Context: an optimization exercise on an open-source flow, tuned for small area, a short achievable clock period and few clock cycles per item. The choices shown serve that exercise and are no tape-out recipe. In this exercise RTL edits were held to simulation tests only and were not proved equivalent to the original. Power and IR drop assume default switching activity.

==> flow/design.v <==
`timescale 1ns/1ps
module nearest_centroid (
    input  logic                clk,
    input  logic                reset,
    input  logic                sample_valid,
    input  logic signed [16-1:0] sample,
    input  logic signed [16-1:0] c0,
    input  logic signed [16-1:0] c1,
    output logic                decision_valid,
    output logic                decision
);
    localparam int DIFF_W = 16 + 1;
    logic signed [DIFF_W-1:0] diff0;
    logic signed [DIFF_W-1:0] diff1;
    logic        [DIFF_W-1:0] dist0;
    logic        [DIFF_W-1:0] dist1;
    assign diff0 = {sample[16-1], sample} - {c0[16-1], c0};
    assign diff1 = {sample[16-1], sample} - {c1[16-1], c1};
    assign dist0 = diff0[DIFF_W-1] ? -diff0 : diff0;
    assign dist1 = diff1[DIFF_W-1] ? -diff1 : diff1;
    always_ff @(posedge clk)
    begin
        if (reset)
            decision_valid <= 1'b0;
        else
            decision_valid <= sample_valid;
    end
    always_ff @(posedge clk)
    begin
        if (sample_valid)
            decision <= (dist1 < dist0);
    end
endmodule
`timescale 1ns/1ps
module cluster_accum (
    input  logic                clk,
    input  logic                reset,
    input  logic                accum_clear,
    input  logic                decision_valid,
    input  logic                decision,
    input  logic signed [16-1:0] sample,
    output logic signed [32-1:0]    stats_sum0,
    output logic signed [32-1:0]    stats_sum1,
    output logic [16-1:0]  stats_count0,
    output logic [16-1:0]  stats_count1,
    output logic [16-1:0]  stats_neg0,
    output logic [16-1:0]  stats_neg1
);
    logic strong_neg;
    logic signed [32-1:0] sample_ext;
    assign strong_neg = (sample < (-10));
    assign sample_ext = sample;
    always_ff @(posedge clk)
    begin
        if (reset || accum_clear)
        begin
            stats_sum0   <= '0;
            stats_sum1   <= '0;
            stats_count0 <= '0;
            stats_count1 <= '0;
            stats_neg0   <= '0;
            stats_neg1   <= '0;
        end
        else if (decision_valid)
        begin
            if (decision)
            begin
                stats_sum1   <= stats_sum1 + sample_ext;
                stats_count1 <= stats_count1 + 1'b1;
                if (strong_neg)
                    stats_neg1 <= stats_neg1 + 1'b1;
            end
            else
            begin
                stats_sum0   <= stats_sum0 + sample_ext;
                stats_count0 <= stats_count0 + 1'b1;
                if (strong_neg)
                    stats_neg0 <= stats_neg0 + 1'b1;
            end
        end
    end
endmodule
`timescale 1ns/1ps
module centroid_divider (
    input  logic                clk,
    input  logic                reset,
    input  logic                div_start,
    input  logic signed [16-1:0] c0,
    input  logic signed [16-1:0] c1,
    input  logic signed [32-1:0]    stats_sum0,
    input  logic signed [32-1:0]    stats_sum1,
    input  logic [16-1:0]  stats_count0,
    input  logic [16-1:0]  stats_count1,
    output logic                div_done,
    output logic signed [16-1:0] new_c0,
    output logic signed [16-1:0] new_c1
);
    localparam int SUM_W  = 32;
    localparam int DEN_W  = 16;
    localparam int REM_W  = DEN_W + 1;
    localparam int STEP_W = $clog2(SUM_W);
    logic [REM_W-1:0]  rem0;
    logic [REM_W-1:0]  rem1;
    logic [SUM_W-1:0]  quo0;
    logic [SUM_W-1:0]  quo1;
    logic [16-1:0]            den0;
    logic [16-1:0]            den1;
    logic              neg0;
    logic              neg1;
    logic              busy;
    logic [STEP_W-1:0] step;
    function automatic logic [REM_W+SUM_W-1:0] div_step(
        input logic [REM_W-1:0] rem,
        input logic [SUM_W-1:0] quo,
        input logic [16-1:0]           den
    );
        logic [REM_W-1:0] rem_sh;
        logic [SUM_W-1:0] quo_sh;
        logic [REM_W:0]   trial;
        rem_sh = {rem[REM_W-2:0], quo[SUM_W-1]};
        quo_sh = {quo[SUM_W-2:0], 1'b0};
        trial  = {1'b0, rem_sh} - {2'b00, den};
        if (!trial[REM_W])
        begin
            rem_sh    = trial[REM_W-1:0];
            quo_sh[0] = 1'b1;
        end
        div_step = {rem_sh, quo_sh};
    endfunction
    function automatic logic signed [16-1:0] apply_sign(
        input logic [SUM_W-1:0] mag,
        input logic             negative
    );
        logic signed [16-1:0] q;
        q = mag[16-1:0];
        apply_sign = negative ? -q : q;
    endfunction
    always_ff @(posedge clk)
    begin
        if (reset)
        begin
            busy     <= 1'b0;
            step     <= '0;
            div_done <= 1'b0;
        end
        else
        begin
            div_done <= 1'b0;
            if (div_start)
            begin
                busy <= 1'b1;
                step <= '0;
            end
            else if (busy)
            begin
                step <= step + 1'b1;
                if (step == SUM_W - 1)
                begin
                    busy     <= 1'b0;
                    div_done <= 1'b1;
                end
            end
        end
    end
    always_ff @(posedge clk)
    begin
        if (div_start)
        begin
            rem0 <= '0;
            rem1 <= '0;
            quo0 <= stats_sum0[SUM_W-1] ? -stats_sum0 : stats_sum0;
            quo1 <= stats_sum1[SUM_W-1] ? -stats_sum1 : stats_sum1;
            neg0 <= stats_sum0[SUM_W-1];
            neg1 <= stats_sum1[SUM_W-1];
            den0 <= stats_count0;
            den1 <= stats_count1;
        end
        else if (busy)
        begin
            {rem0, quo0} <= div_step(rem0, quo0, den0);
            {rem1, quo1} <= div_step(rem1, quo1, den1);
        end
    end
    assign new_c0 = (den0 == '0) ? c0 : apply_sign(quo0, neg0);
    assign new_c1 = (den1 == '0) ? c1 : apply_sign(quo1, neg1);
endmodule
`timescale 1ns/1ps
module kmeans_ctrl #(
    parameter int num_pixels = 100,
    parameter int iterations = 3
) (
    input  logic                clk,
    input  logic                reset,
    input  logic                start,
    input  logic signed [16-1:0] a_data,
    input  logic                cluster_id_rdata,
    input  logic                rgb_dark,
    input  logic                decision_valid,
    input  logic                decision,
    input  logic                div_done,
    input  logic signed [16-1:0] new_c0,
    input  logic signed [16-1:0] new_c1,
    output logic [16-1:0]   pixel_addr,
    output logic                sample_valid,
    output logic signed [16-1:0] sample,
    output logic signed [16-1:0] c0,
    output logic signed [16-1:0] c1,
    output logic                accum_clear,
    output logic                div_start,
    input  logic [16-1:0]  stats_neg0,
    input  logic [16-1:0]  stats_neg1,
    output logic                cluster_id_we,
    output logic                cluster_id_wdata,
    output logic                lab_clear,
    output logic                done_kmeans,
    output logic                done_cluster
);
    typedef enum logic [3:0] {
        S_IDLE,
        S_KM_ADDR,
        S_KM_DATA,
        S_KM_WAIT,
        S_KM_WRITE,
        S_DIV,
        S_SELECT,
        S_RL_ADDR,
        S_RL_DATA,
        S_RL_WRITE
    } state_t;
    state_t state;
    logic [16-1:0] iter;
    logic   selected;
    logic   last_pixel;
    logic   last_iter;
    assign last_pixel = (pixel_addr == num_pixels - 1);
    assign last_iter  = (iter == iterations - 1);
    always_ff @(posedge clk)
    begin
        if (reset)
        begin
            state         <= S_IDLE;
            pixel_addr    <= '0;
            iter          <= '0;
            sample_valid  <= 1'b0;
            accum_clear   <= 1'b0;
            div_start     <= 1'b0;
            cluster_id_we <= 1'b0;
            lab_clear     <= 1'b0;
            done_kmeans   <= 1'b0;
            done_cluster  <= 1'b0;
        end
        else
        begin
            sample_valid  <= 1'b0;
            accum_clear   <= 1'b0;
            div_start     <= 1'b0;
            cluster_id_we <= 1'b0;
            lab_clear     <= 1'b0;
            case (state)
                S_IDLE:
                    if (start)
                    begin
                        pixel_addr   <= '0;
                        iter         <= '0;
                        c0           <= 0;
                        c1           <= 5;
                        accum_clear  <= 1'b1;
                        done_kmeans  <= 1'b0;
                        done_cluster <= 1'b0;
                        state        <= S_KM_ADDR;
                    end
                S_KM_ADDR:
                    state <= S_KM_DATA;
                S_KM_DATA:
                begin
                    sample       <= a_data;
                    sample_valid <= 1'b1;
                    state        <= S_KM_WAIT;
                end
                S_KM_WAIT:
                    if (decision_valid)
                    begin
                        cluster_id_we    <= 1'b1;
                        cluster_id_wdata <= decision;
                        state            <= S_KM_WRITE;
                    end
                S_KM_WRITE:
                    if (last_pixel)
                    begin
                        pixel_addr <= '0;
                        div_start  <= 1'b1;
                        state      <= S_DIV;
                    end
                    else
                    begin
                        pixel_addr <= pixel_addr + 1'b1;
                        state      <= S_KM_ADDR;
                    end
                S_DIV:
                    if (div_done)
                    begin
                        c0 <= new_c0;
                        c1 <= new_c1;
                        if (last_iter)
                        begin
                            done_kmeans <= 1'b1;
                            state       <= S_SELECT;
                        end
                        else
                        begin
                            iter        <= iter + 1'b1;
                            accum_clear <= 1'b1;
                            state       <= S_KM_ADDR;
                        end
                    end
                S_SELECT:
                begin
                    selected <= (stats_neg1 > stats_neg0);
                    state    <= S_RL_ADDR;
                end
                S_RL_ADDR:
                    state <= S_RL_DATA;
                S_RL_DATA:
                begin
                    cluster_id_we <= 1'b1;
                    if (cluster_id_rdata != selected)
                    begin
                        cluster_id_wdata <= 1'b0;
                        lab_clear        <= 1'b1;
                    end
                    else
                    begin
                        cluster_id_wdata <= 1'b1;
                        lab_clear        <= rgb_dark;
                    end
                    state <= S_RL_WRITE;
                end
                S_RL_WRITE:
                    if (last_pixel)
                    begin
                        done_cluster <= 1'b1;
                        state        <= S_IDLE;
                    end
                    else
                    begin
                        pixel_addr <= pixel_addr + 1'b1;
                        state      <= S_RL_ADDR;
                    end
                default:
                    state <= S_IDLE;
            endcase
        end
    end
endmodule
`timescale 1ns/1ps
module kmeans_top #(
    parameter int num_pixels = 100,
    parameter int iterations = 3
) (
    input  logic                clk,
    input  logic                reset,
    input  logic                start,
    output logic [16-1:0]   pixel_addr,
    input  logic signed [16-1:0] a_data,
    input  logic                cluster_id_rdata,
    input  logic                rgb_dark,
    output logic                cluster_id_we,
    output logic                cluster_id_wdata,
    output logic                lab_clear,
    output logic                done_kmeans,
    output logic                done_cluster
);
    logic    sample_valid;
    logic    decision_valid;
    logic    decision;
    logic    accum_clear;
    logic    div_start;
    logic    div_done;
    logic signed [16-1:0] sample;
    logic signed [16-1:0] c0;
    logic signed [16-1:0] c1;
    logic signed [16-1:0] new_c0;
    logic signed [16-1:0] new_c1;
    logic signed [32-1:0]   stats_sum0;
    logic signed [32-1:0]   stats_sum1;
    logic [16-1:0] stats_count0;
    logic [16-1:0] stats_count1;
    logic [16-1:0] stats_neg0;
    logic [16-1:0] stats_neg1;
    kmeans_ctrl #(
        .num_pixels (num_pixels),
        .iterations (iterations)
    ) i_ctrl (
        .clk              (clk),
        .reset            (reset),
        .start            (start),
        .a_data           (a_data),
        .cluster_id_rdata (cluster_id_rdata),
        .rgb_dark         (rgb_dark),
        .decision_valid   (decision_valid),
        .decision         (decision),
        .div_done         (div_done),
        .new_c0           (new_c0),
        .new_c1           (new_c1),
        .pixel_addr       (pixel_addr),
        .sample_valid     (sample_valid),
        .sample           (sample),
        .c0               (c0),
        .c1               (c1),
        .accum_clear      (accum_clear),
        .div_start        (div_start),
        .stats_neg0       (stats_neg0),
        .stats_neg1       (stats_neg1),
        .cluster_id_we    (cluster_id_we),
        .cluster_id_wdata (cluster_id_wdata),
        .lab_clear        (lab_clear),
        .done_kmeans      (done_kmeans),
        .done_cluster     (done_cluster)
    );
    nearest_centroid i_nearest (
        .clk            (clk),
        .reset          (reset),
        .sample_valid   (sample_valid),
        .sample         (sample),
        .c0             (c0),
        .c1             (c1),
        .decision_valid (decision_valid),
        .decision       (decision)
    );
    cluster_accum i_accum (
        .clk            (clk),
        .reset          (reset),
        .accum_clear    (accum_clear),
        .decision_valid (decision_valid),
        .decision       (decision),
        .sample         (sample),
        .stats_sum0     (stats_sum0),
        .stats_sum1     (stats_sum1),
        .stats_count0   (stats_count0),
        .stats_count1   (stats_count1),
        .stats_neg0     (stats_neg0),
        .stats_neg1     (stats_neg1)
    );
    centroid_divider i_divider (
        .clk       (clk),
        .reset     (reset),
        .div_start (div_start),
        .c0        (c0),
        .c1        (c1),
        .stats_sum0   (stats_sum0),
        .stats_sum1   (stats_sum1),
        .stats_count0 (stats_count0),
        .stats_count1 (stats_count1),
        .div_done  (div_done),
        .new_c0    (new_c0),
        .new_c1    (new_c1)
    );
endmodule
==> flow/run.sh <==
#!/bin/bash
# synth_recipe.tcl (not shown) runs the flow's synth.tcl, then flattens the netlist and writes it again
# the make line also repeats each setting of config.mk as NAME=value (left out here)
make -C /OpenROAD-flow-scripts/flow DESIGN_CONFIG=/design/flow/config.mk WORK_HOME=/design/flow/orfs CLKGATE_MAP_FILE= SYNTH_SCRIPT=/design/flow/synth_recipe.tcl finish
==> flow/config.mk <==
export PLATFORM = sky130hd
export DESIGN_NAME = kmeans_top
export DESIGN_NICKNAME = kmeans_top
export VERILOG_FILES = /design/flow/design.v
export SDC_FILE = /design/flow/constraint.sdc
export NUM_CORES = 4
export LEC_CHECK = 0
export CAP_MARGIN = 20
export CORE_MARGIN = 2
export CORE_UTILIZATION = 40
export SLEW_MARGIN = 20
==> flow/constraint.sdc <==
create_clock -name core_clock -period 5.5 [get_ports {clk}]
set_input_delay 1.1000 -clock core_clock [delete_from_list [all_inputs] [get_ports {clk}]]
set_output_delay 1.1000 -clock core_clock [all_outputs]
set_load 0.01 [all_outputs]
==> summary.txt <==
## sequential cells by signal (all words and copies together) (netlist names), 32 cells and up
signal and count:
i_accum.stats_sum0 32, i_accum.stats_sum1 32, i_divider.quo0 32, i_divider.quo1 32
## cells in the mapped netlist, drive strengths merged, types with 35 or more instances
library cell	count
nand2	231
a211oi	44
nor3	62
xor2	176
edfxtp	149
a21o	37
nand3	81
nor2	361
o31ai	39
ha	173
dfxtp	211
clkbuf	82
o21ai	129
nor2b	35
a21oi	259
inv	144
nand2b	37
xnor2	94
## report_power, final
part | total [mW] | internal, mW | switching [mW]
Combinational | 1.98 | 0.808 | 1.17
Clock | 2.88 | 1.70 | 1.18
Sequential | 3.03 | 2.89 | 0.139
## kinds of logic after synthesis
group | share of synthesized area [%]
flops | 37.3
mux | 0.911
buf+inv | 3.90
compound gates | 17.5
fa+ha+maj | 9.79
xor+xnor | 10.1
simple gates | 20.5
## worst max-delay path: stages, from the launching register on
cell and delay (ns):
edfxtp_1 0.46, inv_1 0.20, fa_1 0.46, nor2b_1 0.21
o311ai_1 0.17, o21ai_0 0.47, o31ai_1 0.14, a21boi_0 0.26
o21ai_0 0.19, a31oi_2 0.43, nor2_1 0.10, xor2_1 0.15
ha_1 0.28, a21o_1 0.15, a21o_1 0.17, a21o_1 0.18
a21o_1 0.17, a211oi_1 0.23, o21bai_1 0.11, a21oi_1 0.12
## metrics by stage
stage | setup WS (ns) | hold WS, ns | cells | area (µm²)
final | 0.691 | 0.461 | 3553 | 25900
after global routing | 0.175 | 0.480 | 3553 | 25900
after CTS | 0.408 | 0.461 | 3553 | 25900
after detailed placement | 0.464 | 0.447 | 3474 | 24500
after global placement | 0.523 | 0.437 | 3474 | 24500
after floorplan | 1.08 | 0.427 | 2736 | 23300
## cell type report
cell class | instances | area share [%]
clock inverters | 20 | 0.960
well taps | 765 | 3.69
repair buffers | 63 | 2.22
flip-flops and latches | 360 | 33.5
clock buffers | 59 | 4.53
multi-input cells | 2142 | 53.0
inverters | 144 | 2.08
## routing by layer
layer	GRT usage (%)	up-vias	routed length (µm)
met4	5.31	0	1420
met1	24.2	9011	25800
met3	2.63	83	2770
met2	31.4	405	26100
met5	0	-	0
li1	-	9850	-
## what timing repair did
action                                  4_1_cts  5_1_grt
resized for setup                             0        2
endpoints found under the setup margin        0        1
buffers inserted                              0        0
## final timing paths
kind                            slack [ns]                startpoint                  to  cells after the start
worst max-delay path                  0.69          i_ctrl.sample[1]  i_nearest.decision                     19
worst min-delay path                  0.46  i_accum.stats_count1[15]  i_divider.den1[15]                      0
worst max register to register        0.69          i_ctrl.sample[1]  i_nearest.decision                     19
worst min register to register        0.46  i_accum.stats_count1[15]  i_divider.den1[15]                      0
==> summary.txt <==
n_diodes 0; Slew HR 24.4%; vias per std cell 5.45; largest net degree at the start of global routing 75; antenna violations before repair 0; Hold Buf Count CTS 0; fmax 208 MHz; Top FF cell, synth dfxtp_1; commonest non-fill, non-tap cells in the layout 361 x nor2_1, 259 x a21oi_1, 231 x nand2_1; first-pass GRT wire length 92200 µm; die width 246 µm; ANT nets after route 0; final WL 56000 µm; Clock Latency Late Sink 0.59 ns; Setup Skew 0.0237 ns; multi-input logic area 13700 µm²; startpoint types flip-flop; initial core utilization 40.4%; distinct cell type count after synthesis 77; Seq/Total Area, Yosys 37.3%; GRT Total Usage 18.4%; DRT Pass-1 Iters 5; WL/cell 15.8 µm; WP data required 5.95 ns; number of global-route vias before repair 18400; Sink Count 360; unrepaired setup endpoints after global routing no; CTS Buf Count 43; Netlist Area Pre-Place 23300 µm²; htree depth 2; final core occ 45.0%; yosys warns 4; ranking of synthesized cells by area edfxtp_1 19%, dfxtp_1 18%, ha_1 9.3%; ys async rst share 0%; # IOs 42; status complete, no violations; std cell rows 88; Post-synth EDFFs 149; share of the synthesized area in the top cell type 19.2%; critical path data arrival time 5.25 ns; Nets 2954; max cap viols 0; Clock Tree Buf Depth 3; FILL cells 5596; Core Area 57700 µm²; commonest non-fill, non-tap cell in the layout nor2_1; # DRC 0; CP max FO 9; final worst-path cycle share 87.4%; worst hold path class flip-flop to flip-flop; die area 60300 µm²; Final Max Tran Viols 0; CTS tree built; layout cells sized above 1 4.63%; final setup vio count 0; post-DP HPWL 40500 µm; Port Buf Inserts 41; via count 19300; Sequential Area 8700 µm²; Syn Area/Cell 8.53 µm²; Synth Instances 2736; Area growth syn-to-layout 11.2%; clk root buf clkbuf_16; WS Path Type flip-flop to flip-flop; gr ovfl total 0; post-synthesis register bit count 360; Tot Pwr 7.89 mW; Synth area leader edfxtp_1; total power density per cell area 304 nW/µm²; post-route minimum period 4.81 ns; CP endpoint kind flip-flop; clock-pin slew on the worst setup and hold paths 0.07 ns; worst-margin pin slew 1.13 ns; die extent in y 246 µm; leakage 10.1 nW; Fin. Hold Viols 0; Setup Total Neg Slack 0 ns; placer congestion estimate 0.900; Max rail drop VDD 0.200 mV; Net Count, Synth 2936; 1st-iter DRT viols 1247
Testbench counts, summed over its fixed seeds: cycles 91,400, jobs 48.

==> afterwards: timing with drivers on the ports <==
Ports are ideal in the flow. The routed layout listed here was re-timed in OpenROAD. Step 1, drivers: a clkbuf_16 drives clk and a buf_2 each remaining input, both assumed. Step 2 moves the port delays by t, midway between the first and last clock arrival at a register: inputs arrive t later, outputs are due t later. That takes back most of the time a late clock gives input paths. Three values: ideal ports, drivers, drivers and shift; two values: the first two.
shift t [ns]: 0.635
setup WS [ns]: 0.691 / 0.691 / 0.691
hold WS [ns]: 0.461 / 0.461 / 0.461
After both steps this run still meets setup and hold. For this run, drivers alone change the setup slack by 0.000 ns; drivers and shift together by 0.000 ns.
